Background: an optimization exercise with open tools, aiming at small area, a short achievable clock period and few clock cycles per item. Do not read the settings as production practice. Only simulation tests tie the RTL to the original design; equivalence was not proved. Power figures rest on the tool's default switching activity, not on a simulated workload.

JK:
Design exec_stage, start of the top module:
module exec_stage (
    input  logic             clk,
    input  logic             rst,            
    input  logic             req_valid,
    input  logic [4:0]       req_func,
    input  logic             req_opa_sel,
    input  logic             req_opb_sel,
    input  logic [1:0]       req_rs_fwd,
    input  logic [1:0]       req_rt_fwd,
    input  logic [32-1:0] req_rs,         
    input  logic [32-1:0] req_rt,
    input  logic [32-1:0] req_ext,        
    input  logic [32-1:0] fwd_alu_res,
    input  logic [32-1:0] fwd_mem_res,
    output logic             rsp_valid,
    output logic [32-1:0] rsp_result,
    output logic [32-1:0] store_data_o,
    output logic             md_busy_o
);
localparam logic [4:0] ALU_NOP   = 5'd0;
localparam logic [4:0] ALU_PA    = 5'd1;    
localparam logic [4:0] ALU_PB    = 5'd2;    
localparam logic [4:0] ALU_ADD   = 5'd3;
localparam logic [4:0] ALU_SUB   = 5'd4;
localparam logic [4:0] ALU_AND   = 5'd5;
localparam logic [4:0] ALU_OR    = 5'd6;
localparam logic [4:0] ALU_XOR   = 5'd7;
localparam logic [4:0] ALU_NOR   = 5'd8;
localparam logic [4:0] ALU_SLT   = 5'd9;
localparam logic [4:0] ALU_SLTU  = 5'd10;
localparam logic [4:0] ALU_SLL   = 5'd11;   
localparam logic [4:0] ALU_SRL   = 5'd12;
localparam logic [4:0] ALU_SRA   = 5'd13;
localparam logic [4:0] ALU_MULT  = 5'd16;   
localparam logic [4:0] ALU_MULTU = 5'd17;
localparam logic [4:0] ALU_DIV   = 5'd18;
localparam logic [4:0] ALU_DIVU  = 5'd19;
localparam logic [4:0] ALU_MFHI  = 5'd20;
localparam logic [4:0] ALU_MFLO  = 5'd21;
localparam logic [4:0] ALU_MTHI  = 5'd22;
localparam logic [4:0] ALU_MTLO  = 5'd23;
localparam logic OPA_RS  = 1'b0;
localparam logic OPA_EXT = 1'b1;
localparam logic OPB_RT  = 1'b0;
localparam logic OPB_EXT = 1'b1;
localparam logic [1:0] FWD_NONE = 2'd0;
localparam logic [1:0] FWD_ALU  = 2'd1;     
localparam logic [1:0] FWD_MEM  = 2'd2;     
    logic [32-1:0] opa;
    logic [32-1:0] opb;
    logic [32-1:0] alu_res;
    logic [32-1:0] hilo_res;
    logic [32-1:0] res_d;
    logic             hilo_wr;      
    logic             md_start;
  ...
Size: about 240 I/O pins, ~30000 um2 of cells after synthesis.
export LEC_CHECK = 0
export ABC_AREA = 1
export CAP_MARGIN = 20
export CORE_MARGIN = 2
export CORE_UTILIZATION = 40
export SLEW_MARGIN = 20
create_clock -name core_clock -period 6.5 [get_ports {clk}]
standard.sh (not shown) runs the stock make flow with config.mk's settings and CLKGATE_MAP_FILE= SYNTH_SCRIPT=/design/flow/synth_recipe.tcl, a recipe that flattens the netlist after the stock synthesis.
==> flow/flow/run.sh <==
#!/bin/bash
set -o pipefail
cp standard.sh standard_sh_copy.log
export BUFFER_PORTS_ARGS="-buffer_cell sky130_fd_sc_hd__buf_1"
bash standard.sh > standard.log 2>&1
Testbench counts of JK, summed over its fixed seeds: cycles 44,261, items 24,016.
#### Input delta (TR over JK)
--- a/flow/design.v
+++ b/flow/design.v
@@ -280,18 +280,19 @@
     logic [32-1:0]   b_load;
     assign md_op     = (func_i == ALU_MULT) || (func_i == ALU_MULTU) ||
                        (func_i == ALU_DIV)  || (func_i == ALU_DIVU);
     assign op_mul    = (func_i == ALU_MULT) || (func_i == ALU_MULTU);
     assign op_signed = (func_i == ALU_MULT) || (func_i == ALU_DIV);
     assign a_neg     = (func_i == ALU_DIV) && opa_i[32-1];
     assign b_neg     = (func_i == ALU_DIV) && opb_i[32-1];
     assign b_load    = op_mul ? opb_i : (b_neg ? opb_i : ~opb_i);
     logic               mul_last;
+    logic               mul_cor;     
     logic [3:0]         bth_neg;
     logic [34:0]        bth_pp [4];
     logic [39:0]        mul_op [6];
     logic [39:0]        csa_s1, csa_c1, csa_s2, csa_c2, csa_s3, csa_c3, csa_s4, csa_c4;
     logic [39:0]        mul_sum;
     assign mul_last = (cnt[1:0] == 2'd3);
     logic [3:0]         bd_one;
     logic [3:0]         bd_two;
     logic [3:0]         bd_neg;
@@ -318,19 +319,19 @@
             bth_pp[i]  = (({35{bd_one[i]}} & {md_d[32], md_d[32], md_d}) |
                           ({35{bd_two[i]}} & {md_d[32], md_d, 1'b0})) ^ {35{bd_neg[i]}};
         end
     end
     assign mul_op[0] = {{8{hi[32-1]}}, hi};
     assign mul_op[1] = {{5{bth_pp[0][34]}}, bth_pp[0]};
     assign mul_op[2] = {{3{bth_pp[1][34]}}, bth_pp[1], 1'b0, bth_neg[0]};
     assign mul_op[3] = {bth_pp[2][34], bth_pp[2], 1'b0, bth_neg[1], 2'b0};
     assign mul_op[4] = {bth_pp[3][33:0], 1'b0, bth_neg[2], 4'b0};
-    assign mul_op[5] = {((mul_last && !sgn && lo[7]) ? md_d[32-1:0] : 32'd0),
+    assign mul_op[5] = {(mul_cor ? md_d[32-1:0] : 32'd0),
                         1'b0, bth_neg[3], 6'b0};
     assign csa_s1 = mul_op[0] ^ mul_op[1] ^ mul_op[2];
     assign csa_c1 = {(mul_op[0][38:0] & mul_op[1][38:0]) | (mul_op[0][38:0] & mul_op[2][38:0]) |
                      (mul_op[1][38:0] & mul_op[2][38:0]), 1'b0};
     assign csa_s2 = mul_op[3] ^ mul_op[4] ^ mul_op[5];
     assign csa_c2 = {(mul_op[3][38:0] & mul_op[4][38:0]) | (mul_op[3][38:0] & mul_op[5][38:0]) |
                      (mul_op[4][38:0] & mul_op[5][38:0]), 1'b0};
     assign csa_s3 = csa_s1 ^ csa_c1 ^ csa_s2;
     assign csa_c3 = {(csa_s1[38:0] & csa_c1[38:0]) | (csa_s1[38:0] & csa_s2[38:0]) |
@@ -379,18 +380,22 @@
         begin
             md_d   <= {op_mul ? (op_signed && opb_i[32-1]) : 1'b1, b_load};
             div_cin <= !b_neg;
             is_mul <= op_mul;
             sgn    <= op_signed;
         end
     end
     always_ff @(posedge clk)
     begin
+        mul_cor <= busy && (cnt[1:0] == 2'd2) && !sgn && lo[15];
+    end
+    always_ff @(posedge clk)
+    begin
         bd_one <= bd_one_d;
         bd_two <= bd_two_d;
         bd_neg <= bd_neg_d;
     end
     always_ff @(posedge clk)
     begin
         if (!rst)
         begin
             busy   <= 1'b0;
## What came out
TR: all stages complete, timing, DRC and antenna checks passed
TR vs JK, total detailed-routing wirelength went down by 6100 um.
Between JK and TR, the difference in fraction of synthesized area in multiplexers is negligible.
From JK to TR the numbers moved as follows: cell count picked up an extra 1.1%; number of nets in the layout picked up an extra 68; design area neither gained nor lost much; global-route met3 utilization lost 0.96 points.
The die used by TR is larger than the one used by JK.
Changes observed in TR relative to JK: overall power of the completed layout down 440 uW; post-route minimum period down 0.14 ns.
Critical path depth for TR: 9.5% up relative to JK
Summary — cell count after placement, TR relative to JK: higher, by 1.1%.
Testbench counts of TR, summed over its fixed seeds: cycles 44,261, items 24,016.

== alpha ==
exec_stage, a different RTL version from the one above (not shown whole).
Size: ~150 flip-flops, roughly 0.030 mm^2 of cells after synthesis.
Settings: LEC_CHECK=0, ABC_AREA=1, CAP_MARGIN=20, CORE_MARGIN=2, CORE_UTILIZATION=40, SLEW_MARGIN=20; clock period 6.5 ns.
==> flow/flow/run.sh <==
#!/bin/bash
set -o pipefail
cp standard.sh standard_sh_copy.log
export BUFFER_PORTS_ARGS="-buffer_cell sky130_fd_sc_hd__buf_2"
bash standard.sh > standard.log 2>&1
alpha ended with every stage complete and zero timing, DRC or antenna violations.
Testbench counts of alpha, summed over its fixed seeds: cycles 44,261, items 24,016.
diff inputs: alpha => beta
-- flow/design.v --
<<< alpha, line 288
    assign b_load    = op_mul ? opb_i : (b_neg ? opb_i : ~opb_i);
    logic               mul_last;
    logic [3:0]         bth_neg;
    logic [34:0]        bth_pp [4];
>>> beta, line 288
    assign b_load    = op_mul ? opb_i : (b_neg ? opb_i : ~opb_i);
    logic               mul_last;
    logic               mul_prev;
    logic [8:0]         mul_bits;
    logic [3:0]         bth_neg;
    logic [34:0]        bth_pp [4];
<<< alpha, line 294
    logic [39:0]        mul_sum;
    assign mul_last = (cnt[1:0] == 2'd3);
    logic [3:0]         bd_one;
    logic [3:0]         bd_two;
    logic [3:0]         bd_neg;
    logic [8:0]         bd_next;
    logic [3:0]         bd_one_d;
    logic [3:0]         bd_two_d;
    logic [3:0]         bd_neg_d;
    assign bd_next = busy ? {lo[15:8], lo[7]} : {opa_i[7:0], 1'b0};
    always_comb
    begin
        for (int i = 0; i < 4; i++)
        begin
            bd_one_d[i] = bd_next[2*i] ^ bd_next[2*i+1];
            bd_two_d[i] = (bd_next[2*i+2] && !bd_next[2*i+1] && !bd_next[2*i]) ||
                          (!bd_next[2*i+2] && bd_next[2*i+1] && bd_next[2*i]);
            bd_neg_d[i] = bd_next[2*i+2] && !(bd_next[2*i+1] && bd_next[2*i]);
        end
    end
    always_comb
    begin
        for (int i = 0; i < 4; i++)
        begin
            bth_neg[i] = bd_neg[i];
            bth_pp[i]  = (({35{bd_one[i]}} & {md_d[32], md_d[32], md_d}) |
                          ({35{bd_two[i]}} & {md_d[32], md_d, 1'b0})) ^ {35{bd_neg[i]}};
        end
    end
>>> beta, line 296
    logic [39:0]        mul_sum;
    assign mul_last = (cnt[1:0] == 2'd3);
    assign mul_bits = {lo[7:0], mul_prev};
    always_comb
    begin
        for (int i = 0; i < 4; i++)
        begin
            logic [2:0]  g;
            logic [34:0] mag;
            g = mul_bits[2*i +: 3];
            case (g)
                3'b001, 3'b010, 3'b101, 3'b110: mag = {md_d[32], md_d[32], md_d};
                3'b011, 3'b100:                 mag = {md_d[32], md_d, 1'b0};
                default:                        mag = '0;
            endcase
            bth_neg[i] = g[2] && !(g[1] && g[0]);
            bth_pp[i]  = bth_neg[i] ? ~mag : mag;
        end
    end
<<< alpha, line 381
            md_d   <= {op_mul ? (op_signed && opb_i[32-1]) : 1'b1, b_load};
            div_cin <= !b_neg;
            is_mul <= op_mul;
            sgn    <= op_signed;
        end
    end
    always_ff @(posedge clk)
    begin
        bd_one <= bd_one_d;
        bd_two <= bd_two_d;
        bd_neg <= bd_neg_d;
    end
    always_ff @(posedge clk)
>>> beta, line 373
            md_d   <= {op_mul ? (op_signed && opb_i[32-1]) : 1'b1, b_load};
            div_cin <= !b_neg;
            mul_prev <= 1'b0;
            is_mul <= op_mul;
            sgn    <= op_signed;
        end
        else if (busy)
            mul_prev <= lo[7];
    end
    always_ff @(posedge clk)
Findings:
Standard cell core area: beta vs alpha down about 4%
On beta: number of fill cells in the layout is 4.5% lower than what alpha gave.
The routed length on met1 of beta is lower than that of alpha.
Lower global-route met2 utilization was reported by alpha, not beta.
| wire length of the first global-routing pass | alpha vs beta | ≈ equal |
Against alpha, beta comes in 4.1 MHz lower on maximum frequency from static timing analysis.
The time the final worst path needs with I/O delays and setup of beta is higher than that of alpha.
Critical path required time for beta is lower than for alpha.
Comparing alpha and beta, the higher core utilization is on beta.
Summary: with alpha as the reference, overall power of the completed layout in beta moved down by more than a quarter.
The higher non-clock buffer count in the final layout of alpha and beta is in beta.
Testbench counts of beta, summed over its fixed seeds: cycles 44,261, items 24,016.

[afterwards: timing with drivers on the ports]
In the flow no input, the clock included, has a driving cell. The finished layouts below were timed again as built, in two steps. Step 1 (the two cells are an assumption about what drives the block):
set clk [get_ports {clk}]
set_driving_cell -lib_cell sky130_fd_sc_hd__clkbuf_16 $clk
set_driving_cell -lib_cell sky130_fd_sc_hd__buf_2 [delete_from_list [all_inputs] $clk]
Step 2 also shifts input and output timing later by t, the mid clock arrival at the registers, as if the neighbouring blocks saw the same clock. Slacks: ideal ports / drivers / drivers and shift; pairs: ideal ports / drivers.
run | t, ns | slack for setup (ns) | clock arrival spread, ns | slew at the worst register clock pin (ns)
JK | 0.562 | 0.699 / 0.699 / 0.699 | 0.015 / 0.014 | 0.08 / 0.08
TR | 0.552 | 0.839 / 0.839 / 0.585 | 0.018 / 0.018 | 0.08 / 0.08
alpha | 0.562 | 0.675 / 0.675 / 0.675 | 0.018 / 0.018 | 0.08 / 0.08
beta | 0.521 | 0.533 / 0.533 / 0.416 | 0.024 / 0.024 | 0.08 / 0.08
After both steps every run listed still meets setup and hold. The setup slack of TR, which loses most, moves by 0.000 ns with the drivers and by -0.254 ns with both steps.
